Source: an optimization exercise on an open RTL-to-GDS flow (aim: small area). Production flows keep margins and buffers that such runs may drop.
Function was checked by simulation only, so behaviour that the tests miss may differ from the original.
Power is estimated from default activity; no workload was simulated.

<file path="flow/design.v">
`timescale 1ns/100ps
package lc4_isa_pkg;
   localparam int NUM_REGS = 8;
   typedef logic [15:0] word_t;
   typedef logic [2:0]  reg_sel_t;
   typedef enum logic [3:0] {
      OP_BR    = 4'b0000,
      OP_ADD   = 4'b0001,
      OP_AND   = 4'b0101,
      OP_LDR   = 4'b0110,
      OP_STR   = 4'b0111,
      OP_CONST = 4'b1001
   } opcode_e;
   typedef struct packed {
      logic n;
      logic z;
      logic p;
   } nzp_t;
   typedef struct packed {
      opcode_e  opcode;
      reg_sel_t rd;
      reg_sel_t rs;
      logic [2:0] subop;
      reg_sel_t rt;
   } rr_fmt_t;
   typedef struct packed {
      opcode_e  opcode;
      reg_sel_t rd;
      reg_sel_t rs;
      logic     imm_form;
      logic [4:0] imm5;
   } ri_fmt_t;
   typedef struct packed {
      opcode_e  opcode;
      reg_sel_t rd;
      reg_sel_t rs;
      logic [5:0] imm6;
   } mem_fmt_t;
   typedef struct packed {
      opcode_e  opcode;
      nzp_t     nzp;
      logic [8:0] imm9;
   } br_fmt_t;
   typedef struct packed {
      opcode_e  opcode;
      reg_sel_t rd;
      logic [8:0] imm9;
   } const_fmt_t;
   typedef union packed {
      rr_fmt_t    rr;
      ri_fmt_t    ri;
      mem_fmt_t   mem;
      br_fmt_t    br;
      const_fmt_t cnst;
   } insn_u;
   function automatic nzp_t nzp_of(word_t value);
      nzp_t flags;
      flags.n = value[15];
      flags.z = (value == '0);
      flags.p = !value[15] && (value != '0);
      nzp_of = flags;
   endfunction
   typedef enum logic [1:0] {
      ALU_ADD,
      ALU_AND,
      ALU_CONST,
      ALU_BRANCH
   } alu_op_e;
   typedef struct packed {
      logic    valid;
      logic    rs_re;
      logic    rt_re;
      logic    rf_we;
      logic    nzp_we;
      logic    is_load;
      logic    is_store;
      logic    is_branch;
      logic    use_imm;
      alu_op_e alu_op;
   } ctrl_t;
   typedef struct packed {
      word_t pc;
      insn_u insn;
      logic  valid;
   } fd_t;
   typedef struct packed {
      word_t    pc;
      insn_u    insn;
      ctrl_t    ctrl;
      reg_sel_t rs_sel;
      reg_sel_t rt_sel;
      reg_sel_t wsel;
      word_t    rs_data;
      word_t    rt_data;
   } dx_t;
   typedef struct packed {
      word_t    pc;
      word_t    insn;
      ctrl_t    ctrl;
      reg_sel_t wsel;
      reg_sel_t rt_sel;
      word_t    result;
      word_t    store_data;
   } xm_t;
   typedef struct packed {
      logic     rf_we;
      reg_sel_t wsel;
      word_t    data;
   } wb_t;
   typedef struct packed {
      logic     valid;
      word_t    pc;
      word_t    insn;
      logic     rf_we;
      reg_sel_t wsel;
      word_t    wdata;
   } retire_t;
endpackage
`timescale 1ns/100ps
module lc4_top (
   input  logic        clk,
   input  logic        i_reset,
   output logic [15:0] o_imem_addr,
   input  logic [15:0] i_imem_data,
   output logic [15:0] o_dmem_addr,
   output logic        o_dmem_we,
   output logic [15:0] o_dmem_wdata,
   input  logic [15:0] i_dmem_data,
   output logic        o_retire_valid,
   output logic [15:0] o_retire_pc,
   output logic [15:0] o_retire_insn,
   output logic        o_retire_rf_we,
   output logic [2:0]  o_retire_wsel,
   output logic [15:0] o_retire_wdata
);
   logic [2:0]        ph;       
   logic              clr;      
   logic              second;   
   logic [15:0]       pc;
   logic [2:0]        nzp;
   logic [15:0]       rf [0:7];
   logic [1:0]        lo [0:7];   
   logic [15:0]       w;        
   logic [15:2]       d;        
   logic              c;        
   logic [15:0] insn;
   logic [3:0]  op;
   logic        is_br, is_add, is_and, is_const, is_ldr, is_str, is_alu, ok, rf_we;
   logic        last, final_rot, adv, taken, wr_now;
   logic [2:0]  t_sel;
   logic [1:0]  s_d, t_d, a_d, b_d, imm_d, alu_d, res_d, sum_d;
   logic        cin, cout;
   logic [15:0] imm16, result, br_off;
   assign insn     = i_imem_data;
   assign op       = insn[15:12];
   assign is_br    = op == 4'b0000;
   assign is_add   = op == 4'b0001;
   assign is_and   = op == 4'b0101;
   assign is_const = op == 4'b1001;
   assign is_ldr   = op == 4'b0110;
   assign is_str   = op == 4'b0111;
   assign is_alu   = (is_add || is_and) && (insn[5] || insn[4:3] == 2'b00);
   assign ok       = is_alu || is_const || is_ldr || is_str || is_br;
   assign rf_we    = is_alu || is_const || is_ldr;
   assign last      = ph == 3'd7;
   assign final_rot = !is_ldr || second;
   assign adv       = !clr && last && final_rot;
   assign wr_now    = rf_we && final_rot;
   assign t_sel = is_str ? insn[11:9] : insn[2:0];
   assign s_d   = lo[insn[8:6]];
   assign t_d   = lo[t_sel];
   assign imm16 = is_const            ? {{7{insn[8]}}, insn[8:0]} :
                  (is_ldr || is_str)  ? {{10{insn[5]}}, insn[5:0]} :
                                        {{11{insn[4]}}, insn[4:0]};
   assign imm_d = imm16 >> {ph, 1'b0};
   assign a_d  = is_const ? 2'b00 : s_d;
   assign b_d  = (is_alu && !insn[5]) ? t_d : imm_d;
   assign cin  = (ph == 3'd0) ? 1'b0 : c;
   assign {cout, sum_d} = {1'b0, a_d} + {1'b0, b_d} + {2'b00, cin};
   assign alu_d = is_and ? (a_d & b_d) : sum_d;
   assign res_d = clr ? 2'b00 : second ? w[1:0] : alu_d;
   assign result = {res_d, w[15:2]};
   for (genvar i = 0; i < 8; i++) begin : g_rf
      assign lo[i] = rf[i][1:0];
      always_ff @(posedge clk) begin
         if (clr || (wr_now && insn[11:9] == 3'(i)))
            rf[i] <= {res_d, rf[i][15:2]};
         else
            rf[i] <= {rf[i][1:0], rf[i][15:2]};
      end
   end
   always_ff @(posedge clk) begin
      if (!clr && is_ldr && !second && last)
         w <= i_dmem_data;
      else
         w <= {res_d, w[15:2]};
      d <= {t_d, d[15:4]};
      c <= cout;
   end
   assign taken  = is_br && ((insn[11:9] & nzp) != 3'b000);
   assign br_off = taken ? {{7{insn[8]}}, insn[8:0]} : 16'd0;
   always_ff @(posedge clk) begin
      if (i_reset) begin
         ph     <= 3'd0;
         clr    <= 1'b1;
         second <= 1'b0;
         pc     <= 16'h8200;
         nzp    <= 3'b000;
      end else begin
         ph <= ph + 3'd1;
         if (last) clr <= 1'b0;
         if (!clr && last && is_ldr) second <= !second;
         if (adv) pc <= pc + 16'd1 + br_off;
         if (adv && rf_we)
            nzp <= {result[15], result == 16'd0, !result[15] && result != 16'd0};
      end
   end
   assign o_imem_addr    = pc;
   assign o_dmem_addr    = result;
   assign o_dmem_we      = adv && is_str;
   assign o_dmem_wdata   = {t_d, d[15:2]};
   assign o_retire_valid = adv && ok;
   assign o_retire_pc    = pc;
   assign o_retire_insn  = insn;
   assign o_retire_rf_we = rf_we;
   assign o_retire_wsel  = insn[11:9];
   assign o_retire_wdata = result;
endmodule
</file>
<file path="flow/run.sh">
#!/bin/bash
# synth_recipe.tcl (not shown) runs the flow's synth.tcl, then flattens the netlist and writes it again
# the make line also repeats each setting of config.mk as NAME=value (left out here)
make -C /OpenROAD-flow-scripts/flow DESIGN_CONFIG=/design/flow/config.mk WORK_HOME=/design/flow/orfs CLKGATE_MAP_FILE= SYNTH_SCRIPT=/design/flow/synth_recipe.tcl finish
</file>
<file path="flow/config.mk">
export PLATFORM = sky130hd
export DESIGN_NAME = lc4_top
export DESIGN_NICKNAME = lc4_top
export VERILOG_FILES = /design/flow/design.v
export SDC_FILE = /design/flow/constraint.sdc
export NUM_CORES = 4
export LEC_CHECK = 0
export ABC_AREA = 1
export CAP_MARGIN = 20
export CORE_MARGIN = 2
export CORE_UTILIZATION = 40
export CTS_BUF_LIST = sky130_fd_sc_hd__clkbuf_8
export CTS_CLUSTER_DIAMETER = 100
export CTS_CLUSTER_SIZE = 30
export SLEW_MARGIN = 20
</file>
<file path="flow/constraint.sdc">
create_clock -name core_clock -period 6.0 [get_ports {clk}]
set_input_delay 1.2000 -clock core_clock [delete_from_list [all_inputs] [get_ports {clk}]]
set_output_delay 1.2000 -clock core_clock [all_outputs]
set_load 0.01 [all_outputs]
</file>
==> results_dict.tcl, run 1 <==
set metrics [dict create \
    critPathLaunchType "input port" \
    final-setup-viol-count 0 \
    die_area_um2 18200 \
    p_leak_uw 0.00374 \
    synth.area.top_cells "dfxtp_1 53%, nand2_1 7.2%, buf_4 7.1%" \
    grt_remaining_overflow 0 \
    drv_slew 0 \
    hpwl_um 11500 \
    synth_area_per_cell_um2 9.12 \
    hold_viol 0 \
    synthToLayoutAreaGrowth_pct 23.5 \
    fill_cells 1577 \
    first_pass_iters 5 \
    vias 5066 \
    crit_path_end_kind "output pin" \
    drive_above_1_share_pct 10.7 \
    wire_per_inst_um 14.2 \
    final_common_cell "dfxtp_1" \
    synth_top_cell_by_area "dfxtp_1" \
    clock-sinks 183 \
    antenna_found_initial 0 \
    ys_seq_area_share_pct 53.4 \
    yosys_warnings 3 \
    nets 900 \
    cts_max_path_buffers 2 \
    start_util_pct 41.1 \
    maxSlewHeadroom_pct 47.4 \
    rsz0062_at_grt "no" \
    finalPower_uw 2240 \
    layout_common_cells "183 x dfxtp_1, 133 x clkdlybuf4s50_1, 132 x nand2_1" \
    pin_count 136 \
    required_ns 4.80 \
    synth_nets 809 \
    gp_congestion 0.865 \
    cts_max_level 4 \
    hold_path_class "flop to flop" \
    cts_tree "yes" \
    grt_max_degree 27 \
    crit_path_max_fanout 10 \
    drtIter0Drc 271 \
    drc 0 \
    core_area_um2 16700 \
    io_buffers 135 \
    path_clk_slew_ns 0.10 \
    netlist_instances 752 \
    die_x_um 135 \
    drv_cap 0 \
    routed_wl_um 15300 \
    grt_pass1_wl_um 24500 \
    setup-tns-final_ns 0 \
    final_cells 1076 \
    rows 47 \
    via_per_inst 4.71 \
    yosysTopAreaCellShare_pct 53.4 \
    worstMarginPinSlew_ns 0.787 \
    n_antenna_cell 0 \
    syn_area_um2 6860 \
    clkLatencyLatePin_ns 0.46 \
    dp.cells 1042 \
    clock_skew_ns 0.0222 \
    cts_inserted_buffers 17 \
    clock.fmax_mhz 175 \
    min_period_over_period_pct 95.2 \
    synth_cell_types 43 \
    cts_root_buf "clkbuf_8" \
    grt_pass1_vias 4842 \
    track_usage_pct 17.3 \
    ir_drop_mv 0.232 \
    ant_nets 0 \
    status "timing/DRC/antenna clean" \
    crit_type "input port to output pin" \
    fin_crit_ns 5.71 \
    dieHeight_um 135 \
    p_per_area_nw_per_um2 264 \
    arrival_ns 4.51 \
    ys_seq_elements 183 \
]
[report_power, final]
part / switching [µW] / internal [µW] / total, µW
Combinational: 72.7 / 66.8 / 139
Clock: 471 / 401 / 872
Sequential: 5.05 / 1220 / 1230
Total: 549 / 1690 / 2240
[Yosys cell counts, drive strengths merged]
| cell type | instances |
|---|---|
| a21boi | 3 |
| a21o | 1 |
| a21oi | 31 |
| a31oi | 2 |
| buf | 71 |
| clkbuf | 5 |
| clkinv | 11 |
| dfxtp | 183 |
| fa | 3 |
| ha | 20 |
| inv | 60 |
| mux2 | 12 |
| nand2 | 139 |
| nand2b | 1 |
| nand3 | 64 |
| nand4 | 21 |
| nor2 | 72 |
| nor3 | 5 |
| nor4 | 3 |
| o211ai | 2 |
| o21a | 2 |
| o21ai | 27 |
| o21bai | 1 |
| o221a | 2 |
| or2 | 4 |
| xnor2 | 2 |
| xor2 | 5 |
[cells by family (layout without fill, tap and decap cells)]
logic type	count (synthesis)	after routing	synth area share, %
compound gates	71	71	6.00
xor+xnor	7	7	0.894
fa+ha+maj	23	23	4.52
buf+inv	147	251	11.9
flops	183	183	53.4
mux	12	12	2.57
simple gates	309	309	20.7
[metal layers]
layer / global-route usage [%] / vias to the layer above / routed length (µm)
li1: - / 2566 / -
met3: 3.87 / 22 / 682
met4: 6.08 / 0 / 306
met2: 28.3 / 143 / 6980
met1: 22.4 / 2335 / 7280
met5: 0 / - / 0
[stage by stage]
| step | hold slack, ns | util [%] | setup WS (ns) | area (µm²) |
|---|---|---|---|---|
| 2_1_floorplan | 0.310 | - | 1.21 | 6860 |
| 5_1_grt | 0.331 | 50.7 | 0.0528 | 8470 |
| 3_5_place_dp | 0.312 | 48.0 | -0.0192 | 8020 |
| 3_3_place_gp | 0.310 | 48.0 | 0.0567 | 8020 |
| 4_1_cts | 0.326 | 50.6 | 0.00668 | 8460 |
| 6_report | 0.326 | 50.7 | 0.290 | 8470 |
[what timing repair did]
| item | in CTS | in global routing |
|---|---|---|
| resized for setup | 1 | 3 |
| setup buffers | 1 | 1 |
| endpoints found under the setup margin | 2 | 4 |
| hold buffers | 0 | 0 |
| pin swaps | 1 | 1 |
[critical path, stage by stage]
cell and delay, ns:
clkdlybuf4s50_1 0.54, inv_2 0.09, nor2_4 0.23, nand2_8 0.13, nand2_1 0.08, nand2_1 0.13
nand4_1 0.13, nand2_1 0.07, nor2_2 0.15, nand2_1 0.07, nand3_1 0.07, nand2_1 0.09
fa_1 0.42, fa_1 0.49, nand2_1 0.05, nand3_1 0.06, nand2_1 0.08, inv_2 0.13
dlygate4sd2_1 0.30
[final timing paths]
| check | cells past startpoint | startpoint | endpoint | slack, ns |
|---|---|---|---|---|
| worst min-delay path | 0 | rf[0][3]$_DFF_P_ | rf[0][1]$_DFF_P_ | 0.33 |
| worst min register to register | 0 | rf[0][3]$_DFF_P_ | rf[0][1]$_DFF_P_ | 0.33 |
| worst max-delay path | 19 | i_imem_data[14] | o_retire_wdata[15] | 0.29 |
| worst max register to register | 13 | nzp[0]$_SDFFE_PP0P_ | pc[13]$_SDFFE_PP0P_ | 3.13 |
[registers in the layout, indices dropped and copies added (netlist names)]
signal	count
ph	3
d	14
c	1
nzp	3
w	16
second	1
clr	1
rf	128
pc	16
[final cells by class]
type | count | area [µm²] | share of cell area (%)
clock inverters | 14 | 184 | 2.17
multi-input cells | 422 | 2390 | 28.2
inverters | 71 | 267 | 3.15
clock buffers | 18 | 248 | 2.92
well taps | 220 | 275 | 3.25
flip-flops and latches | 183 | 3660 | 43.2
repair buffers | 148 | 1450 | 17.1
==> run 2, diff against run 1 <==
--- a/flow/config.mk
+++ b/flow/config.mk
@@ -7,3 +7,2 @@
 export LEC_CHECK = 0
-export ABC_AREA = 1
 export CAP_MARGIN = 20
@@ -11,5 +10,2 @@
 export CORE_UTILIZATION = 40
-export CTS_BUF_LIST = sky130_fd_sc_hd__clkbuf_8
-export CTS_CLUSTER_DIAMETER = 100
-export CTS_CLUSTER_SIZE = 30
 export SLEW_MARGIN = 20
==> run 2 against run 1 <==
  * Area after synthesis increased by 0.15%
  * Total power increased by 9.4%
  * Die area increased by 0.14%
  * Sequential power about the same
  * Critical path type unchanged
  * Register-to-register slack got worse by 0.46 ns
  * Non-clock buffer count increased by 14
==> results_dict.tcl, run 2 <==
set metrics [dict create \
    syn_area_um2 6870 \
    ir_drop_mv 0.201 \
    clock-sinks 183 \
    nets 807 \
    die_area_um2 18200 \
    hold_viol 0 \
    crit_path_max_fanout 8 \
    maxSlewHeadroom_pct 47.5 \
    routed_wl_um 15300 \
    drive_above_1_share_pct 12.2 \
    p_per_area_nw_per_um2 282 \
    synth_area_per_cell_um2 10.4 \
    antenna_found_initial 0 \
    pin_count 136 \
    final_common_cell "dfxtp_1" \
    async_flop_share_pct 0 \
    synth_edf_count 0 \
    synth.area.top_cells "dfxtp_1 53%, buf_4 7.4%, mux2i_1 3.9%" \
    start_util_pct 41.1 \
    min_period_over_period_pct 96.6 \
    via_per_inst 4.96 \
    setup-tns-final_ns 0 \
    path_clk_slew_ns 0.07 \
    cts_max_level 4 \
    ant_nets 0 \
    grt_remaining_overflow 0 \
    io_buffers 135 \
    p_leak_uw 0.00344 \
    final-setup-viol-count 0 \
    drtIter0Drc 262 \
    crit_path_end_kind "output pin" \
    cts_root_buf "clkbuf_16" \
    synth_nets 719 \
    core_area_um2 16700 \
    netlist_instances 662 \
    status "timing/DRC/antenna clean" \
    hold_path_class "flop to flop" \
    clock_skew_ns 0.0110 \
    yosys_warnings 3 \
    worstMarginPinSlew_ns 0.788 \
    finalPower_uw 2450 \
    layout_common_cells "183 x dfxtp_1, 132 x clkdlybuf4s50_1, 47 x nand2_1" \
    clock.fmax_mhz 173 \
    track_usage_pct 17.3 \
    rsz0062_at_grt "no" \
    yosysTopAreaCellShare_pct 53.3 \
    synthToLayoutAreaGrowth_pct 26.5 \
    rows 47 \
    ys_seq_area_share_pct 53.3 \
    n_antenna_cell 0 \
    first_pass_iters 4 \
    drc 0 \
    cts_inserted_buffers 17 \
    max_flop_register "rf" \
    cts_max_path_buffers 2 \
    die_x_um 135 \
    synth_ff_type "dfxtp_1" \
    grt_pass1_wl_um 24500 \
    drv_cap 0 \
    vias 4877 \
    wire_per_inst_um 15.6 \
    fin_crit_ns 5.80 \
    required_ns 4.80 \
    hpwl_um 11200 \
    gp_congestion 0.962 \
    synth_top_cell_by_area "dfxtp_1" \
    ys_seq_elements 183 \
    hold_ws_ns 0.320 \
    crit_type "input port to output pin" \
    yosys.cell_count.top_type "dfxtp_1" \
    drv_slew 0 \
    dieHeight_um 135 \
    largestRegisters "rf (128), pc (16), w (16)" \
    grt_pass1_vias 4677 \
    fin_util_pct 52.0 \
    arrival_ns 4.60 \
    clkLatencyLatePin_ns 0.42 \
    ys_top_cells_by_count "183 x dfxtp_1, 68 x buf_4, 47 x nand2_1" \
    grt_max_degree 24 \
    cts_tree "yes" \
    synth_cell_types 63 \
    dp.cells 949 \
    critPathLaunchType "input port" \
    largest_register_ffs 128 \
    final_cells 983 \
]
[run 2: power by group]
group,leakage (µW),total (µW),switching [µW],internal (µW)
clock network,0.000279,1070,516,556
logic,0.00169,147,68.9,78.0
registers,0.00148,1230,5.43,1220
[run 2: stage by stage]
| stage | setup WS, ns | instance area [µm²] |
|---|---|---|
| global route | 0.0117 | 8690 |
| finish | 0.203 | 8690 |
| CTS | 0.155 | 8680 |
| global placement | -0.0764 | 8070 |
| floorplan | 0.719 | 6870 |
| detailed placement | -0.166 | 8070 |
[run 2: kinds of logic after synthesis]
| kind of cell | after synthesis | synth area share (%) |
|---|---|---|
| adder cells (fa/ha/maj) | 23 | 4.52 |
| AND/OR/NAND/NOR | 172 | 13.1 |
| flip-flops | 183 | 53.3 |
| XOR/XNOR | 7 | 0.892 |
| AO/OA/AOI/OAI | 122 | 11.5 |
| multiplexers | 44 | 6.72 |
| buffers and inverters | 111 | 9.96 |
[run 2: path summary, 6_finish.rpt]
kind	from	to	slack [ns]	cells after the start
hold / removal	rf[6][15]$_DFF_P_	rf[6][13]$_DFF_P_	0.32	0
hold reg to reg	rf[6][15]$_DFF_P_	rf[6][13]$_DFF_P_	0.32	0
setup / recovery	i_imem_data[9]	o_retire_wdata[15]	0.20	13
setup reg to reg	nzp[2]$_SDFFE_PP0P_	pc[15]$_SDFFE_PP1P_	2.67	10
[run 2: critical path, stage by stage]
cell and delay [ns]:
clkdlybuf4s50_1 0.68, buf_4 0.22, nor2b_1 0.19, and3_1 0.16
o21ai_0 0.09, o311ai_0 0.09, and4bb_2 0.29, o22ai_1 0.28
fa_1 0.47, mux2_2 0.27, o211ai_1 0.21, inv_1 0.13
dlygate4sd2_1 0.30
[run 2: layout make-up]
cell class	count	area, µm²
clock buffers	17	425
clock inverters	15	155
fillers	1497	8010
inverters	18	67.6
multi-input cells	368	2550
flip-flops and latches	183	3660
well taps	220	275
repair buffers	162	1550
[run 2: what timing repair did]
action                                  in CTS  in global routing
hold buffers                                 0                  0
buffers inserted                             2                  0
resized for setup                            5                  3
pin swaps                                    1                  0
endpoints found under the setup margin       2                  2
[run 2: per-layer routing]
metal  global-route usage [%]  share of wire (%)  vias up
met4                     5.56                1.5        0
met2                     26.6                 43      167
met5                        0                  0        -
met1                     24.2                 48     2268
li1                         -                  -     2422
met3                     4.09                6.9       20
==> run 3, diff against run 2 <==
==> flow/flow/run.sh (new file) <==
#!/bin/bash
# standard layout, with every port buffered by the smallest buffer cell
set -euo pipefail
bash standard.sh "BUFFER_PORTS_ARGS=-buffer_cell sky130_fd_sc_hd__buf_1" finish > standard_flow.log 2>&1
==> flow/standard.sh (new file) <==
#!/bin/bash
# synth_recipe.tcl (not shown) runs the flow's synth.tcl, then flattens the netlist and writes it again
# the make line also repeats each setting of config.mk as NAME=value (left out here)
make -C /OpenROAD-flow-scripts/flow DESIGN_CONFIG=/design/flow/config.mk WORK_HOME=/design/flow/orfs CLKGATE_MAP_FILE= SYNTH_SCRIPT=/design/flow/synth_recipe.tcl "${@:-finish}"
--- a/flow/config.mk
+++ b/flow/config.mk
@@ -7,2 +7,3 @@
 export LEC_CHECK = 0
+export ABC_AREA = 1
 export CAP_MARGIN = 20
@@ -10,2 +11,5 @@
 export CORE_UTILIZATION = 40
+export CTS_BUF_LIST = sky130_fd_sc_hd__clkbuf_8
+export CTS_CLUSTER_DIAMETER = 100
+export CTS_CLUSTER_SIZE = 30
 export SLEW_MARGIN = 20
removed: flow/run.sh
==> run 3 against run 2 <==
  * Largest power group unchanged
  * Die area down 0.14%
  * Clock-buffer cell count rose by 1
  * Global-route usage fell by 2.0 points
  * Clock skew increased by 0.0075 ns
  * Setup slack gained 0.51 ns
  * Flip-flop and latch count unchanged
  * Via count up 0.47%
  * Still clean
==> results_dict.tcl, run 3 <==
set metrics [dict create \
    synth_edf_count 0 \
    routed_wl_um 13800 \
    cts-hold-fix-buffers 0 \
    synth_cell_types 43 \
    p_leak_uw 0.00331 \
    drv_cap 0 \
    grt_pass1_vias 4347 \
    nets 889 \
    path_delay_family "simple AND/OR/NAND/NOR gates" \
    rsz0062_at_grt "no" \
    cp_cell_sequence "buf_1 -> nand2_1 -> inv_2 -> nand2_8 -> nand2_1 -> nand2_1 -> nand4_1 -> nand2_1 -> nor2_1 -> nand2_1 -> nand3_1 -> nand2_1 -> fa_1 -> fa_1 -> nand2_1 -> nand3_1 -> nand2_1 -> inv_2 -> buf_1" \
    ir_drop_mv 0.149 \
    synth_nets 809 \
    arrival_ns 4.09 \
    drive_above_1_share_pct 9.24 \
    crit_type "input port to output pin" \
    layout_common_cells "183 x dfxtp_1, 135 x buf_1, 132 x nand2_1" \
    final_cells 1064 \
    async_flop_share_pct 0 \
    synth_top_cell_by_area "dfxtp_1" \
    min_period_over_period_pct 88.2 \
    wire_per_inst_um 13.0 \
    clkLatencyLatePin_ns 0.46 \
    die_x_um 135 \
    post_cts_buffers 0 \
    largest_register_ffs 128 \
    cts_resized 0 \
    setup-tns-final_ns 0 \
    largestRegisters "rf (128), pc (16), w (16)" \
    grt_remaining_overflow 0 \
    max_flop_register "rf" \
    cts_max_path_buffers 2 \
    hold_viol 0 \
    netlist_instances 752 \
    ys_seq_area_share_pct 53.4 \
    yosysTopAreaCellShare_pct 53.4 \
    cts_max_level 4 \
    yosys.cell_count.top_type "dfxtp_1" \
    io_buffers 135 \
    critPathLaunchType "input port" \
    crit_path_end_kind "output pin" \
    ys_top_cells_by_count "183 x dfxtp_1, 132 x nand2_1, 65 x buf_4" \
    syn_area_um2 6860 \
    clock_skew_ns 0.0186 \
    n_antenna_cell 0 \
    via_per_inst 4.61 \
    die_area_um2 18200 \
    track_usage_pct 15.4 \
    ant_nets 0 \
    dp.cells 1033 \
    required_ns 4.80 \
    worstMarginPinSlew_ns 0.909 \
    ys_seq_elements 183 \
    cts_tree "yes" \
    grt_pass1_wl_um 21700 \
    clock-sinks 183 \
    grt_max_degree 27 \
    cts_inserted_buffers 17 \
    synth_area_per_cell_um2 9.12 \
    path_clk_slew_ns 0.10 \
    synth.area.top_cells "dfxtp_1 53%, nand2_1 7.2%, buf_4 7.1%" \
    cts_root_buf "clkbuf_8" \
    start_util_pct 41.1 \
    drc 0 \
    core_area_um2 16700 \
    cpMostUsedCell "nand2_1" \
    fill_cells 1674 \
    clock.fmax_mhz 189 \
    drtIter0Drc 189 \
    synthToLayoutAreaGrowth_pct 9.17 \
    maxSlewHeadroom_pct 39.4 \
    max_stage_delay_ns 0.49 \
    gp_congestion 0.871 \
    status "timing/DRC/antenna clean" \
    fin_crit_ns 5.29 \
    yosys_warnings 3 \
    synth_ff_type "dfxtp_1" \
    rows 47 \
    crit_path_max_fanout 11 \
    vias 4900 \
    finalPower_uw 2100 \
    final_common_cell "dfxtp_1" \
    final-setup-viol-count 0 \
    dieHeight_um 135 \
    pin_count 136 \
    drv_slew 0 \
    hold_ws_ns 0.319 \
    cp_slowest_cell "fa_1" \
    first_pass_iters 7 \
    crit_buf_inv 4 \
    fin_util_pct 44.8 \
    hpwl_um 10400 \
    p_per_area_nw_per_um2 280 \
    hold_path_class "flop to flop" \
    antenna_found_initial 0 \
]
==> run 3: cell types whose count changed after synthesis, moves of 15 or more <==
| cell | previous run | this run |
|---|---|---|
| clkbuf_1 | 20 | 5 |
| inv_1 | 17 | 52 |
| mux2_2 | 17 | 1 |
| mux2i_1 | 27 | 0 |
| nand2_1 | 47 | 132 |
| nand3_1 | 13 | 62 |
| nand4_1 | 5 | 20 |
| nor2_1 | 33 | 64 |
==> run 3: metrics by stage <==
step,setup slack (ns),area (µm²)
floorplan,1.21,6860
global placement,0.735,7110
detailed placement,0.695,7110
CTS,0.684,7490
global route,0.330,7490
finish,0.710,7490
==> run 3: logic make-up (layout without fill, tap and decap cells) <==
| kind of cell | Yosys count | in the layout | share of synthesized area (%) |
|---|---|---|---|
| and+or+nand+nor | 309 | 309 | 20.7 |
| DFF | 183 | 183 | 53.4 |
| buffers and inverters | 147 | 239 | 11.9 |
| AOI/OAI and AO/OA | 71 | 71 | 6.00 |
| adders and majority gates | 23 | 23 | 4.52 |
| muxes | 12 | 12 | 2.57 |
| xor gates and xnor gates | 7 | 7 | 0.894 |
==> run 3: layout make-up <==
class / instances / area [µm²] / area share (%)
tap: 220 / 275 / 3.68
clock inverter: 13 / 134 / 1.79
inverter: 71 / 267 / 3.56
multi-input combinational: 422 / 2380 / 31.8
timing repair buffer: 137 / 522 / 6.97
sequential: 183 / 3660 / 48.9
clock buffer: 18 / 248 / 3.31
==> run 3: worst reg2reg max path: cells and delay by family, from the launching register on <==
family                     cells  cell delay, ns
AOI/OAI and AO/OA              4            0.66
adders and majority gates      1            0.42
buffers and inverters          1            0.06
DFF                            1            0.36
and+or+nand+nor                7            1.31
==> run 3: path summary, 6_finish.rpt <==
check | start | to | slack, ns | cells after the start
setup / recovery | i_imem_data[12] | o_dmem_addr[15] | 0.71 | 19
hold / removal | rf[1][4]$_DFF_P_ | rf[1][2]$_DFF_P_ | 0.32 | 0
setup reg to reg | nzp[2]$_SDFFE_PP0P_ | pc[13]$_SDFFE_PP0P_ | 3.11 | 13
hold reg to reg | rf[1][4]$_DFF_P_ | rf[1][2]$_DFF_P_ | 0.32 | 0
==> run 3: per-layer routing <==
metal  up-vias  GRT usage, %  wire, µm
met2       154          25.1      6260
met4         0          5.56       234
met5         -             0         0
li1       2535             -         -
met3        19          3.75       871
met1      2192          19.8      6450
==> run 3: where the power goes <==
group / total, µW / switching (µW) / internal (µW)
Clock: 772 / 457 / 316
Combinational: 100 / 68.8 / 31.6
Sequential: 1230 / 4.88 / 1220
==> run 4, diff against run 3 <==
--- a/flow/design.v
+++ b/flow/design.v
@@ -143,3 +143,3 @@
    logic [15:0]       w;        
-   logic [15:2]       d;        
+   logic [15:0]       d;        
    logic              c;        
@@ -147,8 +147,9 @@
    logic [3:0]  op;
-   logic        is_br, is_add, is_and, is_const, is_ldr, is_str, is_alu, ok, rf_we;
+   logic        is_br, is_add, is_and, is_const, is_ldr, is_str, is_alu, is_rr, multi, ok, rf_we;
    logic        last, final_rot, adv, taken, wr_now;
-   logic [2:0]  t_sel;
-   logic [1:0]  s_d, t_d, a_d, b_d, imm_d, alu_d, res_d, sum_d;
+   logic [2:0]  p_sel;
+   logic [1:0]  p_d, a_d, b_d, imm_d, alu_d, res_d, sum_d;
    logic        cin, cout;
-   logic [15:0] imm16, result, br_off;
+   logic [15:0] imm16, result;
+   logic [1:0]  pc_d;
    assign insn     = i_imem_data;
@@ -164,10 +165,11 @@
    assign rf_we    = is_alu || is_const || is_ldr;
+   assign is_rr    = is_alu && !insn[5];
+   assign multi    = is_ldr || is_str || is_rr;
    assign last      = ph == 3'd7;
-   assign final_rot = !is_ldr || second;
+   assign final_rot = !multi || second;
    assign adv       = !clr && last && final_rot;
    assign wr_now    = rf_we && final_rot;
-   assign t_sel = is_str ? insn[11:9] : insn[2:0];
-   assign s_d   = lo[insn[8:6]];
-   assign t_d   = lo[t_sel];
-   assign imm16 = is_const            ? {{7{insn[8]}}, insn[8:0]} :
+   assign p_sel = (second && is_str) ? insn[11:9] : (!second && is_rr) ? insn[2:0] : insn[8:6];
+   assign p_d   = lo[p_sel];
+   assign imm16 = (is_const || is_br) ? {{7{insn[8]}}, insn[8:0]} :
                   (is_ldr || is_str)  ? {{10{insn[5]}}, insn[5:0]} :
@@ -175,8 +177,9 @@
    assign imm_d = imm16 >> {ph, 1'b0};
-   assign a_d  = is_const ? 2'b00 : s_d;
-   assign b_d  = (is_alu && !insn[5]) ? t_d : imm_d;
-   assign cin  = (ph == 3'd0) ? 1'b0 : c;
+   assign pc_d  = pc >> {ph, 1'b0};
+   assign a_d  = is_br ? pc_d : is_const ? 2'b00 : p_d;
+   assign b_d  = second ? d[1:0] : imm_d;
+   assign cin  = (ph == 3'd0) ? is_br : c;
    assign {cout, sum_d} = {1'b0, a_d} + {1'b0, b_d} + {2'b00, cin};
    assign alu_d = is_and ? (a_d & b_d) : sum_d;
-   assign res_d = clr ? 2'b00 : second ? w[1:0] : alu_d;
+   assign res_d = clr ? 2'b00 : (second && !is_rr) ? w[1:0] : alu_d;
    assign result = {res_d, w[15:2]};
@@ -196,3 +199,3 @@
          w <= {res_d, w[15:2]};
-      d <= {t_d, d[15:4]};
+      d <= {p_d, d[15:2]};
       c <= cout;
@@ -200,3 +203,2 @@
    assign taken  = is_br && ((insn[11:9] & nzp) != 3'b000);
-   assign br_off = taken ? {{7{insn[8]}}, insn[8:0]} : 16'd0;
    always_ff @(posedge clk) begin
@@ -211,4 +213,4 @@
          if (last) clr <= 1'b0;
-         if (!clr && last && is_ldr) second <= !second;
-         if (adv) pc <= pc + 16'd1 + br_off;
+         if (!clr && last && multi) second <= !second;
+         if (adv) pc <= taken ? result : pc + 16'd1;
          if (adv && rf_we)
@@ -220,3 +222,3 @@
    assign o_dmem_we      = adv && is_str;
-   assign o_dmem_wdata   = {t_d, d[15:2]};
+   assign o_dmem_wdata   = {p_d, d[15:2]};
    assign o_retire_valid = adv && ok;
==> run 4 against run 3 <==
  * Total power grew 4.5%
  * Register-to-register slack lost 0.57 ns
  * Highest routed layer unchanged
  * Via count fell by 9.1%
  * Combinational power up 5%
  * Global-route usage increased by 0.64 points
  * Clock-buffer cell count down 1
  * Fmax shrank 1.3%
  * Clock skew is 0.0071 ns lower
  * Area after synthesis shrank 5.3%
  * Sequential share of layout area up 3.6 points
  * First-iteration DRC count rose by 79%
  * Setup slack worse by 0.070 ns
  * Largest power group unchanged
==> results_dict.tcl, run 4 <==
set metrics [dict create \
    internal_power_uw 1680 \
    dieHeight_um 131 \
    clkLatencyLatePin_ns 0.45 \
    netlist_instances 682 \
    p_leak_uw 0.00280 \
    required_ns 4.80 \
    synth_top_cell_by_area "dfxtp_1" \
    cts_inserted_buffers 17 \
    cts-hold-fix-buffers 0 \
    ir_drop_mv 0.159 \
    final-setup-viol-count 0 \
    synth_nets 724 \
    fin_crit_ns 5.36 \
    yosys_warnings 3 \
    hold_path_class "flop to flop" \
    max_flop_register "rf" \
    n_antenna_cell 0 \
    grt_pass1_wl_um 21600 \
    layout_common_cells "185 x dfxtp_1, 135 x buf_1, 101 x nand2_1" \
    nets 789 \
    hold_viol 0 \
    clock_skew_ns 0.0114 \
    worstMarginPinSlew_ns 1.04 \
    drive_above_1_share_pct 10.3 \
    post_cts_buffers 0 \
    core_area_um2 15900 \
    crit_start "i_imem_data[12]" \
    die_area_um2 17300 \
    finalPower_uw 2190 \
    final_cells 975 \
    drv_cap 0 \
    cts_max_level 4 \
    wire_per_inst_um 13.9 \
    r2r_start "second$_SDFFE_PP0P_" \
    clockPowerShare_pct 38.5 \
    drtIter0Drc 338 \
    hold_ws_ns 0.327 \
    min_to "rf[6][6]$_DFF_P_" \
    drv_slew 0 \
    grt_pass1_vias 4069 \
    ys_top_cells_by_count "185 x dfxtp_1, 101 x nand2_1, 79 x buf_4" \
    min_period_over_period_pct 89.3 \
    synth_area_per_cell_um2 9.53 \
    crit_path_max_fanout 9 \
    power_frac_comb_pct 4.8 \
    ys_seq_area_share_pct 57.0 \
    via_per_inst 4.57 \
    cts_root_buf "clkbuf_8" \
    switching_power_uw 510 \
    path_clk_slew_ns 0.09 \
    min_from "rf[6][8]$_DFF_P_" \
    synthToLayoutAreaGrowth_pct 8.49 \
    synth_ff_type "dfxtp_1" \
    drc 0 \
    yosysTopAreaCellShare_pct 57.0 \
    gp_congestion 0.867 \
    rows 46 \
    arrival_ns 4.16 \
    p_per_area_nw_per_um2 311 \
    synth.area.top_cells "dfxtp_1 57%, buf_4 9.1%, nand2_1 5.8%" \
    io_buffers 135 \
    syn_area_um2 6500 \
    track_usage_pct 16.0 \
    start_util_pct 40.9 \
    antenna_found_initial 0 \
    clock-sinks 185 \
    first_pass_iters 4 \
    synth_cell_types 42 \
    cts_resized 0 \
    largest_register_ffs 128 \
    vias 4454 \
    reg2reg_to "pc[15]$_SDFFE_PP1P_" \
    cts_tree "yes" \
    finalInstanceArea_um2 7050 \
    place_area_um2 6650 \
    clock.fmax_mhz 187 \
    switching_share_pct 23.3 \
    hpwl_um 9870 \
    grt_remaining_overflow 0 \
    whs_path_depth 0 \
    ys_seq_elements 185 \
    r2r_setup_slack_ns 2.54 \
    status "timing/DRC/antenna clean" \
    die_x_um 131 \
    ant_nets 0 \
    rsz0062_at_grt "no" \
    synth_edf_count 0 \
    pin_count 136 \
    maxSlewHeadroom_pct 30.7 \
    cts_max_path_buffers 2 \
    setup-tns-final_ns 0 \
    crit_type "input port to output pin" \
    crit_path_end_kind "output pin" \
    pwr-share-seq_pct 56.7 \
    dp.cells 944 \
    final_common_cell "dfxtp_1" \
    async_flop_share_pct 0 \
    critPathLaunchType "input port" \
    fill_cells 1575 \
    reg2regPathDepth 24 \
    routed_wl_um 13600 \
    grt_max_degree 25 \
    yosys.cell_count.top_type "dfxtp_1" \
]
-- run 4: how the worst max path moves through the flow --
stage,endpoint,slack (ns),cells after the start
floorplan,o_retire_wdata[15],1.08,22
global placement,o_retire_wdata[15],0.74,22
detailed placement,o_retire_wdata[15],0.63,22
CTS,o_retire_wdata[15],0.63,22
global route,o_retire_wdata[15],0.27,22
finish,o_retire_wdata[15],0.64,22
-- run 4: metal layers --
layer	track usage (%)	share of wire [%]
met5	0	0
met4	5.31	1.4
met3	4.98	6.1
met2	23.6	44
met1	22.3	48
-- run 4: final cells by class --
class                   count  area [µm²]  area share, %
well taps                 216         270           3.83
multi-input cells         345        1910           27.1
clock buffers              17         234           3.32
clock inverters            14         170           2.41
flip-flops and latches    185        3700           52.5
inverters                  59         221           3.14
repair buffers            139         537           7.61
-- run 4: stage by stage --
step / utilization (%) / setup WS, ns
after global placement: 41.8 / 0.738
after global routing: 44.4 / 0.274
final: 44.4 / 0.640
after CTS: 44.4 / 0.632
after detailed placement: 41.8 / 0.632
after floorplan: - / 1.08
-- run 4: cell families (layout without fill, tap and decap cells) --
family                     count (synthesis)  count (layout)  share of synthesized area, %
xor gates and xnor gates                   7               7                         0.944
adders and majority gates                  8               8                          1.77
and+or+nand+nor                          211             211                          15.7
buffers and inverters                    152             229                          13.6
DFF                                      185             185                          57.0
muxes                                      8               8                          1.39
AOI/OAI and AO/OA                        111             111                          9.69
-- run 4: critical path, stage by stage --
cell     delay [ns]
buf_1          0.25
nand4_2        0.20
nor2_2         0.23
inv_2          0.09
nand3_2        0.10
nand2_4        0.10
inv_2          0.08
nand2_2        0.05
a21oi_1        0.14
nor2_1         0.09
nand2_2        0.07
nand3_2        0.06
nand2_2        0.08
inv_2          0.04
fa_1           0.40
inv_1          0.08
fa_1           0.42
nand2_1        0.08
nand3_1        0.08
nand2_1        0.11
nor2_4         0.08
buf_1          0.14
-- run 4: power groups by stage --
stage | Clock, µW | Sequential [µW] | Combinational, µW
4_1_cts | 869 | 1250 | 106
2_1_floorplan | 0 | 1270 | 83.7
5_1_grt | 924 | 1250 | 120
3_5_place_dp | 0 | 1270 | 105
6_report | 844 | 1250 | 105
3_3_place_gp | 0 | 1270 | 104
==> run 5, diff against run 4 <==
--- a/flow/design.v
+++ b/flow/design.v
@@ -139,3 +139,3 @@
    logic [15:0]       pc;
-   logic [2:0]        nzp;
+   logic [1:0]        cc;       
    logic [15:0]       rf [0:7];
@@ -202,3 +202,4 @@
    end
-   assign taken  = is_br && ((insn[11:9] & nzp) != 3'b000);
+   assign taken  = is_br && ((insn[11] && cc == 2'b11) || (insn[10] && cc == 2'b10) ||
+                             (insn[9] && cc == 2'b01));
    always_ff @(posedge clk) begin
@@ -209,3 +210,3 @@
          pc     <= 16'h8200;
-         nzp    <= 3'b000;
+         cc     <= 2'b00;
       end else begin
@@ -214,5 +215,5 @@
          if (!clr && last && multi) second <= !second;
-         if (adv) pc <= taken ? result : pc + 16'd1;
+         pc <= (adv && taken) ? result : pc + {15'd0, adv};
          if (adv && rf_we)
-            nzp <= {result[15], result == 16'd0, !result[15] && result != 16'd0};
+            cc <= {result[15] || result == 16'd0, result[15] || result != 16'd0};
       end
--- a/flow/config.mk
+++ b/flow/config.mk
@@ -8,8 +8,6 @@
 export ABC_AREA = 1
-export CAP_MARGIN = 20
+export CAP_MARGIN = 0
 export CORE_MARGIN = 2
-export CORE_UTILIZATION = 40
+export CORE_UTILIZATION = 60
 export CTS_BUF_LIST = sky130_fd_sc_hd__clkbuf_8
-export CTS_CLUSTER_DIAMETER = 100
-export CTS_CLUSTER_SIZE = 30
-export SLEW_MARGIN = 20
+export SLEW_MARGIN = 0
==> run 5 against run 4 <==
  * Still clean on timing, DRC and antenna
  * Critical path depth rose by 2
  * Global-route usage rose by 8.2 points
  * Combinational power barely moved
  * Clock-buffer cell count did not move
  * Cell count decreased by 12%
  * Setup slack got worse by 0.28 ns
  * Area after synthesis fell by 2.5%
  * Fmax shrank 4.9%
  * Synthesized cell count fell by 5.6%
  * Clock power increased by 8.9%
  * Critical path type unchanged
==> results_dict.tcl, run 5 <==
set metrics [dict create \
    max_flop_register "rf" \
    final-setup-viol-count 0 \
    clock_skew_ns 0.0148 \
    p_per_area_nw_per_um2 330 \
    fill_cells 813 \
    io_buffers 135 \
    r2r_start "second$_SDFFE_PP0P_" \
    netlist_instances 644 \
    crit_buf_inv 7 \
    hold_viol 0 \
    crit_end "o_dmem_addr[15]" \
    synthToLayoutAreaGrowth_pct 8.30 \
    die_x_um 107 \
    clkLatencyLatePin_ns 0.45 \
    final_common_cell "dfxtp_1" \
    status "timing/DRC/antenna clean" \
    start_util_pct 61.6 \
    hpwl_um 9480 \
    gp_congestion 0.933 \
    worstMarginPinSlew_ns 0.941 \
    vias 4345 \
    place_area_um2 6380 \
    wire_per_inst_um 15.2 \
    clock-sinks 184 \
    grt_remaining_overflow 0 \
    post_cts_buffers 0 \
    reg2reg_to "rf[0][15]$_DFF_P_" \
    first_pass_iters 5 \
    via_per_inst 5.06 \
    crit_path_max_fanout 10 \
    drtIter0Drc 212 \
    p_leak_uw 0.00286 \
    drive_above_1_share_pct 11.5 \
    drv_cap 0 \
    core_area_um2 10300 \
    arrival_ns 4.44 \
    drc 0 \
    cts_max_level 4 \
    n_antenna_cell 0 \
    rows 37 \
    grt_pass1_vias 4093 \
    cpMostUsedCell "nand2_1" \
    yosys.cell_count.top_type "dfxtp_1" \
    synth_area_per_cell_um2 9.84 \
    crit_start "i_imem_data[14]" \
    min_period_over_period_pct 94.0 \
    drv_slew 0 \
    cts_max_path_buffers 2 \
    multi_input_area_um2 1830 \
    synth_top_cell_by_area "dfxtp_1" \
    setup-tns-final_ns 0 \
    hold_ws_ns 0.328 \
    cts_inserted_buffers 17 \
    rsz0062_at_grt "no" \
    reg2regPathDepth 22 \
    cts_root_buf "clkbuf_8" \
    ir_drop_mv 0.301 \
    ys_seq_area_share_pct 58.1 \
    syn_area_um2 6330 \
    yosysTopAreaCellShare_pct 58.1 \
    antenna_found_initial 0 \
    cts_tree "yes" \
    ant_nets 0 \
    synth_cell_types 41 \
    maxSlewHeadroom_pct 37.1 \
    cp_cell_sequence "buf_1 -> inv_1 -> nor2_2 -> nand4_2 -> inv_1 -> nand2_1 -> nand2_4 -> nand2_1 -> nor2_2 -> nand2_1 -> nand2_1 -> nor2_1 -> nand2_1 -> nand3_2 -> nand2_2 -> inv_2 -> fa_1 -> inv_1 -> fa_1 -> a21oi_1 -> o21ai_0 -> nand3b_4 -> inv_1 -> buf_1" \
    hold_path_class "flop to flop" \
    cts_resized 0 \
    dieHeight_um 107 \
    synth.area.top_cells "dfxtp_1 58%, buf_4 9.5%, nand2_1 4.8%" \
    cts-hold-fix-buffers 0 \
    max_stage_delay_ns 0.41 \
    r2r_setup_slack_ns 2.37 \
    path_delay_family "simple AND/OR/NAND/NOR gates" \
    ys_seq_elements 184 \
    pre_cts_slack_ns 0.340 \
    yosys_warnings 3 \
    crit_type "input port to output pin" \
    track_usage_pct 24.2 \
    setup_ws_ns 0.362 \
    cp.depth 24 \
    fin_crit_ns 5.64 \
    grt_pass1_wl_um 20700 \
    ff_latch_area_um2 3680 \
    die_area_um2 11400 \
    clock.fmax_mhz 177 \
    cp_slowest_cell "fa_1" \
    finalInstanceArea_um2 6860 \
    synth_edf_count 0 \
    async_flop_share_pct 0 \
    synth_ff_type "dfxtp_1" \
    nets 753 \
    routed_wl_um 13100 \
    pin_count 136 \
    dp.cells 827 \
    path_clk_slew_ns 0.10 \
    final_cells 859 \
    largest_register_ffs 128 \
    ys_top_cells_by_count "184 x dfxtp_1, 81 x nand2_1, 80 x buf_4" \
    critPathLaunchType "input port" \
    synth_nets 687 \
    layout_common_cells "184 x dfxtp_1, 134 x buf_1, 81 x nand2_1" \
    crit_path_end_kind "output pin" \
    required_ns 4.80 \
    grt_max_degree 23 \
]
-- run 5: cell count changes after synthesis, moves of 4 or more --
cell,change
inv_1,-7
nand2_1,-20
nand3_1,+5
o211ai_1,-5
o21ai_1,-6
xor2_1,+4
-- run 5: cells by family (layout without fill, tap and decap cells) --
group / after synthesis / after routing / synth area share [%]
adder cells (fa/ha/maj): 9 / 9 / 2.01
AND/OR/NAND/NOR: 197 / 197 / 15.2
XOR/XNOR: 10 / 10 / 1.38
multiplexers: 11 / 11 / 1.96
AO/OA/AOI/OAI: 92 / 92 / 8.16
buffers and inverters: 141 / 220 / 13.2
flip-flops: 184 / 184 / 58.1
-- run 5: cell type report --
| class | instances | area share (%) |
|---|---|---|
| Tap cell | 136 | 2.48 |
| Inverter | 51 | 2.79 |
| Timing Repair Buffer | 137 | 7.62 |
| Sequential cell | 184 | 53.7 |
| Multi-Input combinational cell | 319 | 26.6 |
| Clock inverter | 15 | 3.37 |
| Clock buffer | 17 | 3.41 |
-- run 5: per-stage QoR --
| stage | power, µW | utilization (%) |
|---|---|---|
| 6_report | 2260 | 66.8 |
| 5_1_grt | 2350 | 66.8 |
| 4_1_cts | 2290 | 66.7 |
| 3_5_place_dp | 1370 | 62.1 |
| 3_3_place_gp | 1370 | 62.1 |
| 2_1_floorplan | 1350 | - |
-- run 5: layer usage --
layer	vias up	track usage, %	wire (µm)
li1	2155	-	-
met1	2045	31.3	5930
met2	127	39.4	6300
met3	18	5.35	598
met4	0	9.93	253
met5	-	0	0
-- run 5: power breakdown --
part / switching [µW] / internal, µW / total (µW)
Sequential: 8.12 / 1230 / 1240
Combinational: 71.2 / 35.2 / 106
Clock: 479 / 440 / 919
-- run 5: worst min path at each step --
stage / startpoint / to / slack [ns] / cells past startpoint
6_report: rf[7][7]$_DFF_P_ / rf[7][5]$_DFF_P_ / 0.33 / 0
5_1_grt: rf[4][4]$_DFF_P_ / rf[4][2]$_DFF_P_ / 0.33 / 0
4_1_cts: rf[0][9]$_DFF_P_ / rf[0][7]$_DFF_P_ / 0.33 / 0
3_5_place_dp: rf[0][14]$_DFF_P_ / rf[0][12]$_DFF_P_ / 0.31 / 0
3_3_place_gp: rf[4][8]$_DFF_P_ / rf[4][6]$_DFF_P_ / 0.31 / 0
2_1_floorplan: rf[0][2]$_DFF_P_ / rf[0][0]$_DFF_P_ / 0.31 / 0
==> run 6, diff against run 5 <==
==> flow/flow/run.sh (replaced) <==
#!/bin/bash
# standard layout, with every port buffered by the smallest buffer cell and a clock tree
# without dummy load cells
set -euo pipefail
bash standard.sh "BUFFER_PORTS_ARGS=-buffer_cell sky130_fd_sc_hd__buf_1" \
  "CTS_ARGS=-sink_clustering_enable -repair_clock_nets -buf_list sky130_fd_sc_hd__clkbuf_8 -dont_use_dummy_load" \
  finish > standard_flow.log 2>&1
--- a/flow/config.mk
+++ b/flow/config.mk
@@ -10,3 +10,3 @@
 export CORE_MARGIN = 2
-export CORE_UTILIZATION = 60
+export CORE_UTILIZATION = 75
 export CTS_BUF_LIST = sky130_fd_sc_hd__clkbuf_8
==> run 6 against run 5 <==
  * Still clean
  * Global-route usage increased by 7.0 points
  * Utilization increased by 13 points
  * Sequential share of layout area increased by 2.4 points
  * Clock power decreased by 34%
  * Sequential power hardly changed
  * Via count is 5.7% higher
  * Die area decreased by 19%
  * Design area fell by 4.2%
  * Fmax is 0.50% lower
  * Cell count is 5.5% lower
  * Clock skew up 0.036 ns
  * Flip-flop and latch count is the same
  * Critical endpoint unchanged
  * Largest cell class unchanged
  * Highest routed layer is now met5
==> results_dict.tcl, run 6 <==
set metrics [dict create \
    die_area_um2 9200 \
    layout_common_cells "184 x dfxtp_1, 135 x buf_1, 81 x nand2_1" \
    final-setup-viol-count 0 \
    cts_tree "yes" \
    fin_crit_ns 5.67 \
    dieHeight_um 95.9 \
    yosys.cell_count.top_type "dfxtp_1" \
    grt_max_degree 23 \
    ys_top_cells_by_count "184 x dfxtp_1, 81 x nand2_1, 80 x buf_4" \
    cts_resized 0 \
    yosys_warnings 3 \
    clock.fmax_mhz 176 \
    pin_count 136 \
    netlist_instances 644 \
    synthToLayoutAreaGrowth_pct 3.75 \
    required_ns 4.80 \
    cpMostUsedCell "nand2_1" \
    via_per_inst 5.66 \
    hold_ws_ns 0.298 \
    wire_per_inst_um 17.2 \
    start_util_pct 77.1 \
    crit_path_max_fanout 10 \
    max_flop_register "rf" \
    synth_cell_types 41 \
    synth_edf_count 0 \
    syn_area_um2 6330 \
    setup_ws_ns 0.333 \
    io_buffers 135 \
    min_period_over_period_pct 94.4 \
    cts_max_level 4 \
    rows 33 \
    hold_viol 0 \
    cp_cell_sequence "buf_1 -> inv_1 -> nor2_2 -> nand4_2 -> inv_1 -> nand2_1 -> nand2_4 -> nand2_1 -> nor2_2 -> nand2_1 -> nand2_1 -> nor2_1 -> nand2_1 -> nand3_2 -> nand2_2 -> inv_2 -> fa_1 -> inv_1 -> fa_1 -> a21oi_1 -> o21ai_0 -> nand3b_2 -> inv_1 -> buf_1" \
    vias 4594 \
    hold_path_class "flop to flop" \
    clkLatencyLatePin_ns 0.44 \
    nets 752 \
    ir_drop_mv 0.394 \
    crit_type "input port to output pin" \
    grt_pass1_wl_um 21100 \
    cts-hold-fix-buffers 0 \
    drc 0 \
    ys_seq_elements 184 \
    routed_wl_um 14000 \
    p_per_area_nw_per_um2 298 \
    synth_nets 687 \
    worstMarginPinSlew_ns 0.949 \
    core_area_um2 8220 \
    drv_cap 0 \
    cts_root_buf "clkbuf_8" \
    grt_remaining_overflow 0 \
    drtIter0Drc 377 \
    r2r_setup_slack_ns 2.47 \
    cts_inserted_buffers 17 \
    synth.area.top_cells "dfxtp_1 58%, buf_4 9.5%, nand2_1 4.8%" \
    hpwl_um 9880 \
    final_common_cell "dfxtp_1" \
    arrival_ns 4.47 \
    async_flop_share_pct 0 \
    critPathLaunchType "input port" \
    ant_nets 0 \
    p_leak_uw 0.00273 \
    crit_path_end_kind "output pin" \
    synth_ff_type "dfxtp_1" \
    ys_seq_area_share_pct 58.1 \
    path_clk_slew_ns 0.09 \
    min_from "rf[7][11]$_DFF_P_" \
    setup-tns-final_ns 0 \
    drv_slew 0 \
    synth_top_cell_by_area "dfxtp_1" \
    die_x_um 95.9 \
    maxSlewHeadroom_pct 36.6 \
    fill_cells 527 \
    drive_above_1_share_pct 9.34 \
    status "timing/DRC/antenna clean" \
    post_cts_buffers 0 \
    yosysTopAreaCellShare_pct 58.1 \
    largest_register_ffs 128 \
    cts_max_path_buffers 2 \
    first_pass_iters 5 \
    crit_start "i_imem_data[14]" \
    multi_input_area_um2 1820 \
    n_antenna_cell 0 \
    antenna_found_initial 1 \
    cp_slowest_cell "fa_1" \
    track_usage_pct 31.2 \
    pre_cts_slack_ns 0.361 \
    clock_skew_ns 0.0509 \
    ff_latch_area_um2 3680 \
    clock-sinks 184 \
    max_stage_delay_ns 0.41 \
    gp_congestion 0.903 \
    fin_util_pct 80.0 \
    grt_pass1_vias 4301 \
    r2r_start "second$_SDFFE_PP0P_" \
    rsz0062_at_grt "no" \
    synth_area_per_cell_um2 9.84 \
]
[run 6: changes by cell type in the layout (fill, tap and decap cells not counted), sizes merged]
cell,before,now
inv,56,50
clkinv,6,1
bufinv,3,0
clkbuf,18,17
clkinvlp,1,0
[run 6: layout make-up]
class | instances | share of cell area [%]
sequential | 184 | 56.0
multi-input combinational | 319 | 27.7
inverter | 51 | 2.91
clock buffer | 17 | 3.56
tap | 105 | 2.00
timing repair buffer | 136 | 7.82
[run 6: per-stage QoR]
stage / std cells / area (µm²) / total power (µW)
after floorplan: 644 / 6330 / 1350
after global placement: 795 / 6340 / 1370
after detailed placement: 795 / 6340 / 1370
after CTS: 812 / 6570 / 1960
after global routing: 812 / 6570 / 2020
final: 812 / 6570 / 1960
[run 6: routing by layer]
metal	routed length [µm]	share of wire, %	GRT usage (%)
met1	5530	40	36.3
met3	1120	8.0	9.01
met2	6800	49	53.1
met5	13	0.093	0
met4	497	3.6	14.5
[run 6: worst max-delay path: cells and delay by family]
kind / cells / cell delay (ns)
adder cells (fa/ha/maj): 2 / 0.82
buffers and inverters: 7 / 0.87
AO/OA/AOI/OAI: 2 / 0.27
AND/OR/NAND/NOR: 13 / 1.29
[run 6: cell families (layout without fill, tap and decap cells)]
family,count (synthesis),in the layout,share of synthesized area (%)
compound gates,92,92,8.16
simple gates,197,197,15.2
xor+xnor,10,10,1.38
mux,11,11,1.96
buf+inv,141,204,13.2
flops,184,184,58.1
fa+ha+maj,9,9,2.01
[run 6: worst paths after layout]
check                      end  depth (start not counted)
max            o_dmem_addr[15]                         24
min           rf[7][9]$_DFF_P_                          0
max reg2reg  pc[15]$_SDFF_PP1_                         22
min reg2reg   rf[7][9]$_DFF_P_                          0
[run 6: power by group]
part | internal, µW | switching (µW)
Sequential | 1230 | 8.78
Combinational | 34.5 | 70.1
Clock | 252 | 359
Total | 1520 | 438
==> run 7, diff against run 6 <==
--- a/flow/config.mk
+++ b/flow/config.mk
@@ -10,3 +10,3 @@
 export CORE_MARGIN = 2
-export CORE_UTILIZATION = 75
+export CORE_UTILIZATION = 60
 export CTS_BUF_LIST = sky130_fd_sc_hd__clkbuf_8
==> run 7 against run 6 <==
  * Highest routed layer is now met4
  * Register-to-register slack worse by 0.08 ns
  * Utilization is 15 points lower
  * Setup slack better by 0.0017 ns
  * Wire length is 11% lower
  * Critical path depth stayed put
  * Via count is 6.0% lower
  * Total power is 0.61% lower
  * Clock skew is 0.0091 ns lower
==> results_dict.tcl, run 7 <==
set metrics [dict create \
    reg2regPathDepth 22 \
    syn_area_um2 6330 \
    arrival_ns 4.47 \
    gp_congestion 0.933 \
    p_leak_uw 0.00275 \
    worstMarginPinSlew_ns 0.902 \
    r2r_start "second$_SDFFE_PP0P_" \
    required_ns 4.80 \
    drive_above_1_share_pct 9.60 \
    die_x_um 107 \
    clkLatencyLatePin_ns 0.45 \
    drv_cap 0 \
    yosys.cell_count.top_type "dfxtp_1" \
    clockPowerShare_pct 30.8 \
    min_period_over_period_pct 94.4 \
    ant_nets 0 \
    fin_crit_ns 5.67 \
    drc 0 \
    clock_skew_ns 0.0418 \
    netlist_instances 644 \
    switching_share_pct 21.9 \
    vias 4317 \
    finalPower_uw 1940 \
    synth_nets 687 \
    internal_power_uw 1520 \
    crit_end "o_dmem_addr[15]" \
    track_usage_pct 22.6 \
    n_antenna_cell 0 \
    layout_common_cells "184 x dfxtp_1, 134 x buf_1, 81 x nand2_1" \
    r2r_setup_slack_ns 2.39 \
    p_per_area_nw_per_um2 293 \
    switching_power_uw 427 \
    yosysTopAreaCellShare_pct 58.1 \
    rsz0062_at_grt "no" \
    synth_top_cell_by_area "dfxtp_1" \
    hold_viol 0 \
    max_flop_register "rf" \
    ys_seq_elements 184 \
    wire_per_inst_um 14.7 \
    hpwl_um 9480 \
    via_per_inst 5.11 \
    drtIter0Drc 208 \
    ys_top_cells_by_count "184 x dfxtp_1, 81 x nand2_1, 80 x buf_4" \
    grt_pass1_vias 4025 \
    first_pass_iters 4 \
    cts_root_buf "clkbuf_8" \
    synth.area.top_cells "dfxtp_1 58%, buf_4 9.5%, nand2_1 4.8%" \
    clock-sinks 184 \
    drv_slew 0 \
    synthToLayoutAreaGrowth_pct 4.64 \
    post_cts_buffers 0 \
    grt_pass1_wl_um 19600 \
    cts_tree "yes" \
    rows 37 \
    cts_inserted_buffers 17 \
    final_common_cell "dfxtp_1" \
    pwr-share-seq_pct 63.8 \
    yosys_warnings 3 \
    async_flop_share_pct 0 \
    setup-tns-final_ns 0 \
    critPathLaunchType "input port" \
    ir_drop_mv 0.280 \
    pin_count 136 \
    dieHeight_um 107 \
    hold_path_class "flop to flop" \
    power_frac_comb_pct 5.5 \
    start_util_pct 61.6 \
    ys_seq_area_share_pct 58.1 \
    reg2reg_to "rf[0][15]$_DFF_P_" \
    synth_ff_type "dfxtp_1" \
    clock.fmax_mhz 177 \
    final-setup-viol-count 0 \
    grt_remaining_overflow 0 \
    routed_wl_um 12400 \
    crit_path_max_fanout 10 \
    core_area_um2 10300 \
    cts_max_level 4 \
    path_clk_slew_ns 0.10 \
    antenna_found_initial 0 \
    nets 753 \
    crit_path_end_kind "output pin" \
    maxSlewHeadroom_pct 39.7 \
    cts_max_path_buffers 2 \
    io_buffers 135 \
    die_area_um2 11400 \
    cts-hold-fix-buffers 0 \
    cts_resized 0 \
    synth_area_per_cell_um2 9.84 \
    grt_max_degree 23 \
    largest_register_ffs 128 \
    crit_start "i_imem_data[14]" \
    synth_edf_count 0 \
    status "timing/DRC/antenna clean" \
    crit_type "input port to output pin" \
    synth_cell_types 41 \
]
run 7: cell count changes in the layout (fill, tap and decap cells not counted):
cell	previous run	this run
clkbuf_2	0	1
nand3b_2	1	0
buf_1	135	134
buf_4	1	2
nand3b_4	1	2
run 7: metal layers:
metal,GRT usage [%],routed length [µm]
met5,0,0
met1,29.2,5650
met2,37.0,5860
met4,9.65,256
met3,4.68,661
run 7: cells by family (layout without fill, tap and decap cells):
logic type / Yosys count / after routing / synth area share [%]
adders and majority gates: 9 / 9 / 2.01
and+or+nand+nor: 197 / 197 / 15.2
muxes: 11 / 11 / 1.96
DFF: 184 / 184 / 58.1
AOI/OAI and AO/OA: 92 / 92 / 8.16
xor gates and xnor gates: 10 / 10 / 1.38
buffers and inverters: 141 / 205 / 13.2
run 7: worst max-delay path, stage by stage:
cell	delay [ns]
buf_1	0.14
inv_1	0.10
nor2_2	0.15
nand4_2	0.18
inv_1	0.16
nand2_1	0.10
nand2_4	0.14
nand2_1	0.08
nor2_2	0.10
nand2_1	0.06
nand2_1	0.05
nor2_1	0.05
nand2_1	0.06
nand3_2	0.06
nand2_2	0.08
inv_2	0.04
fa_1	0.41
inv_1	0.07
fa_1	0.41
a21oi_1	0.15
o21ai_0	0.17
nand3b_4	0.18
inv_1	0.15
buf_1	0.16
run 7: power by group through the flow:
stage                     sequential, µW  clock, µW  combinational [µW]
final                               1240        598                 106
after detailed placement            1270          0                 104
after global placement              1270          0                 104
after floorplan                     1260          0                84.9
after CTS                           1240        617                 105
after global routing                1240        657                 119
run 7: worst min-delay path by stage:
stage | cells after the start | endpoint | from | slack [ns]
2_1_floorplan | 0 | rf[0][0]$_DFF_P_ | rf[0][2]$_DFF_P_ | 0.31
3_3_place_gp | 0 | rf[4][6]$_DFF_P_ | rf[4][8]$_DFF_P_ | 0.31
3_5_place_dp | 0 | rf[0][12]$_DFF_P_ | rf[0][14]$_DFF_P_ | 0.31
4_1_cts | 0 | rf[4][2]$_DFF_P_ | rf[4][4]$_DFF_P_ | 0.31
5_1_grt | 0 | rf[4][2]$_DFF_P_ | rf[4][4]$_DFF_P_ | 0.31
6_report | 0 | rf[4][2]$_DFF_P_ | rf[4][4]$_DFF_P_ | 0.31
run 7: area by class of cell:
class | instances | area (µm²)
sequential | 184 | 3680
fill | 857 | 3650
multi-input combinational | 319 | 1830
timing repair buffer | 137 | 523
clock buffer | 17 | 234
inverter | 51 | 191
tap | 136 | 170
run 7: through the flow:
step / setup slack [ns] / instance area, µm² / util, % / hold slack, ns / std cells
final: 0.335 / 6630 / 64.5 / 0.312 / 844
after global routing: 0.0331 / 6630 / 64.5 / 0.309 / 844
after CTS: 0.326 / 6620 / 64.4 / 0.312 / 844
after detailed placement: 0.340 / 6380 / 62.1 / 0.312 / 827
after global placement: 0.294 / 6380 / 62.1 / 0.310 / 827
after floorplan: 0.927 / 6330 / - / 0.310 / 644

what the ideal ports hide:
The flow's constraints put no driver on any port. The routed layouts listed below were extracted and timed again, unchanged, in two steps.
Step 1 sets driving cells, clkbuf_16 on the clock port and buf_2 on the other inputs (assumed; they add their load-dependent delay and slew).
Step 2 times the ports against the registers' clock, not the clock port: input delays grow and output delays shrink by t, the midpoint of the rising clock arrivals with the driver on.
a / b / c = ideal / step 1 / step 2; a / b = the first two.
run	shift t [ns]	slack for setup (ns)	latest minus earliest clock arrival (ns)
run 1	0.483	0.290 / 0.261 / 0.261	0.022 / 0.022
run 2	0.459	0.203 / 0.179 / 0.179	0.011 / 0.012
run 3	0.482	0.710 / 0.687 / 0.687	0.021 / 0.021
run 4	0.484	0.640 / 0.615 / 0.615	0.012 / 0.012
run 5	0.478	0.362 / 0.340 / 0.340	0.016 / 0.016
run 6	0.453	0.333 / 0.311 / 0.311	0.051 / 0.051
run 7	0.464	0.335 / 0.313 / 0.313	0.042 / 0.042
After both steps every run listed still meets setup and hold. For run 1, which loses most, drivers alone change the setup slack by -0.029 ns; drivers and shift together by -0.029 ns.
